What follows belongs to an exercise in optimizing a design on an open flow for small area; a production flow would make more cautious choices.
RTL that was checked went through simulation tests only; none was proved equivalent to the original.
No activity file was given, so power comes from the tool's default toggle rates.

## frame_ctrl_top
module frame_ctrl_top (
    input  logic                                              clk,
    input  logic                                              rst_n,
    input  logic                                              start,
    input  frame_ctrl_pkg::frm_idx_t                          frm_index,
    input  frame_ctrl_pkg::addr_t                             dma_addr,
    output logic                                              mm2s_cmd_valid,
    input  logic                                              mm2s_cmd_ready,
    output logic [71:0]                                       mm2s_cmd,
    input  logic                                              s_tvalid,
    output logic                                              s_tready,
    input  frame_ctrl_pkg::byte_t                             s_tdata,
    input  logic                                              s_tlast,
    output logic                                              s2mm_cmd_valid,
    input  logic                                              s2mm_cmd_ready,
    output logic [71:0]                                       s2mm_cmd,
    output logic                                              m_tvalid,
    input  logic                                              m_tready,
    output frame_ctrl_pkg::byte_t                             m_tdata,
    output logic                                              m_tkeep,
    output logic                                              m_tlast,
    output logic                                              core_valid,
    input  logic                                              core_finish,
    output logic [3*(8+8*9+1)-1:0] fm_wr,
    output logic [4*8-1:0]                 fm_rd_addr,
    input  logic [4*8*9-1:0]           fm_dout,
    output logic                                              irq
);
clock: 6.0 ns
lec_check: 0
cap_margin: 20
core_area: 2 2 298 238
die_area: 0 0 300 240
slew_margin: 20
standard.sh (not shown) runs the stock make flow with config.mk's settings and CLKGATE_MAP_FILE= SYNTH_SCRIPT=/design/flow/synth_recipe.tcl, a recipe that flattens the netlist after the stock synthesis.
==> flow/flow/run.sh <==
#!/bin/bash
# The standard layout (standard.sh: ORFS synthesis to finish) with these
# layout choices changed:
#  - ABC maps the combinational logic for area (flow/abc_area_map.script in
#    place of ORFS's abc_speed.script; registers are mapped as before)
#  - port buffers use the smallest buffer cell instead of ORFS's default pick
#  - the clock tree uses clkbuf_8 with clusters of at most 16 sinks and no
#    dummy loads
#  - tie cells are not duplicated per load
# standard.sh's own output goes to standard.log here; ORFS writes each tool's
# full log under orfs/logs/.
set -e
rm -rf scripts
cp -r "$FLOW_HOME/scripts" scripts
cp flow/abc_area_map.script scripts/abc_speed.script
export SCRIPTS_DIR="$PWD/scripts"
export BUFFER_PORTS_ARGS="-buffer_cell sky130_fd_sc_hd__buf_1"
export CTS_ARGS="-sink_clustering_enable -repair_clock_nets -dont_use_dummy_load -buf_list sky130_fd_sc_hd__clkbuf_8 -sink_clustering_size 16 -sink_clustering_max_diameter 50"
export SKIP_REPAIR_TIE_FANOUT=1
bash standard.sh > standard.log 2>&1
==> flow/flow/abc_area_map.script <==
strash
dch -f
amap
strash
dch -f
amap
topo
dnsize -c
The baseline ran to the end with violations: setup timing.
==> next run, changes <==
--- a/flow/design.v
+++ b/flow/design.v
@@ -98,30 +98,20 @@
         if (!rst_n) st <= S_IDLE;
         else        st <= st_nx;
     end
     always_ff @(posedge clk) begin
         if (st == S_GO) da <= dma_addr;
     end
     assign fi = sl[0][0];
-    logic [10:0] ax, ay, az, cs, cc;
-    logic [11:0] rc;
+    logic [11:0] lo_sum;
     logic [4:0]  hi_inc;
     always_comb begin
-        ax = da[26:16];
-        ay = {1'b0, fi, 2'b00};
-        az = {2'd0, fi, 1'b0};
-        cs = ax ^ ay ^ az;
-        cc = {(ax[9:0] & ay[9:0]) | (ax[9:0] & az[9:0]) | (ay[9:0] & az[9:0]), 1'b0};
-        rc[0] = 1'b0;
-        for (int i = 0; i < 11; i++) begin
-            ahi[i]  = cs[i] ^ cc[i] ^ rc[i];
-            rc[i+1] = (cs[i] & cc[i]) | (cs[i] & rc[i]) | (cc[i] & rc[i]);
-        end
+        lo_sum = {1'b0, da[26:16]} + {2'd0, fi, 2'b00} + {3'd0, fi, 1'b0};
         hi_inc = da[31:27] + 1'b1;
-        ahi[15:11] = rc[11] ? hi_inc : da[31:27];
+        ahi = {lo_sum[11] ? hi_inc : da[31:27], lo_sum[10:0]};
     end
     assign mm2s_cmd = {8'h00, ahi, da[15:0], 8'h00, 1'b0, 23'(100)};
     assign s2mm_cmd = {8'h00, ahi, da[15:0], 8'h00, 1'b0, 23'(288)};
     always_ff @(posedge clk or negedge rst_n) begin
         if (!rst_n) begin
             bv <= '0;
             w  <= '0;
Now the flow completed with no timing, DRC or antenna violations. Register-to-register slack improves by 0.41 ns. Critical path depth went down by 3. Combinational power went down by about 8%. Synthesized area went up by about 1%. Cell count went up by 1.4%. Wire length went down by about 0.7%. Power went down by about 6.5%. Non-clock buffer count stays the same. Sequential cell count does not change. Clock power went down by about 5%. First-iteration DRC count went down by about 1.7%.
Only the layout flow was run in the first run of this note; the RTL was not checked for function there.

separate check: timing with driven ports:
The results above use ideal ports. As a check the final layouts listed here were re-extracted and re-timed, cells and wires unchanged.
Step 1 (the two cells are an assumption about what drives the block):
set clk [get_ports {clk}]
set_driving_cell -lib_cell sky130_fd_sc_hd__clkbuf_16 $clk
set_driving_cell -lib_cell sky130_fd_sc_hd__buf_2 [delete_from_list [all_inputs] $clk]
Step 2, shift: input delay + t, output delay - t, t = (earliest + latest rising clock arrival at the registers) / 2. This alone moves slack from input paths to output paths.
Slacks: no drivers / after step 1 / after step 2; pairs: no drivers / after step 1.
| run | t, ns | slack for setup (ns) | worst setup path after step 2 |
|---|---|---|---|
| the first run | 0.621 | -0.507 / -0.565 / 0.056 | register to output |
| the second run | 0.600 | 0.777 / 0.721 / 1.307 | input to output |
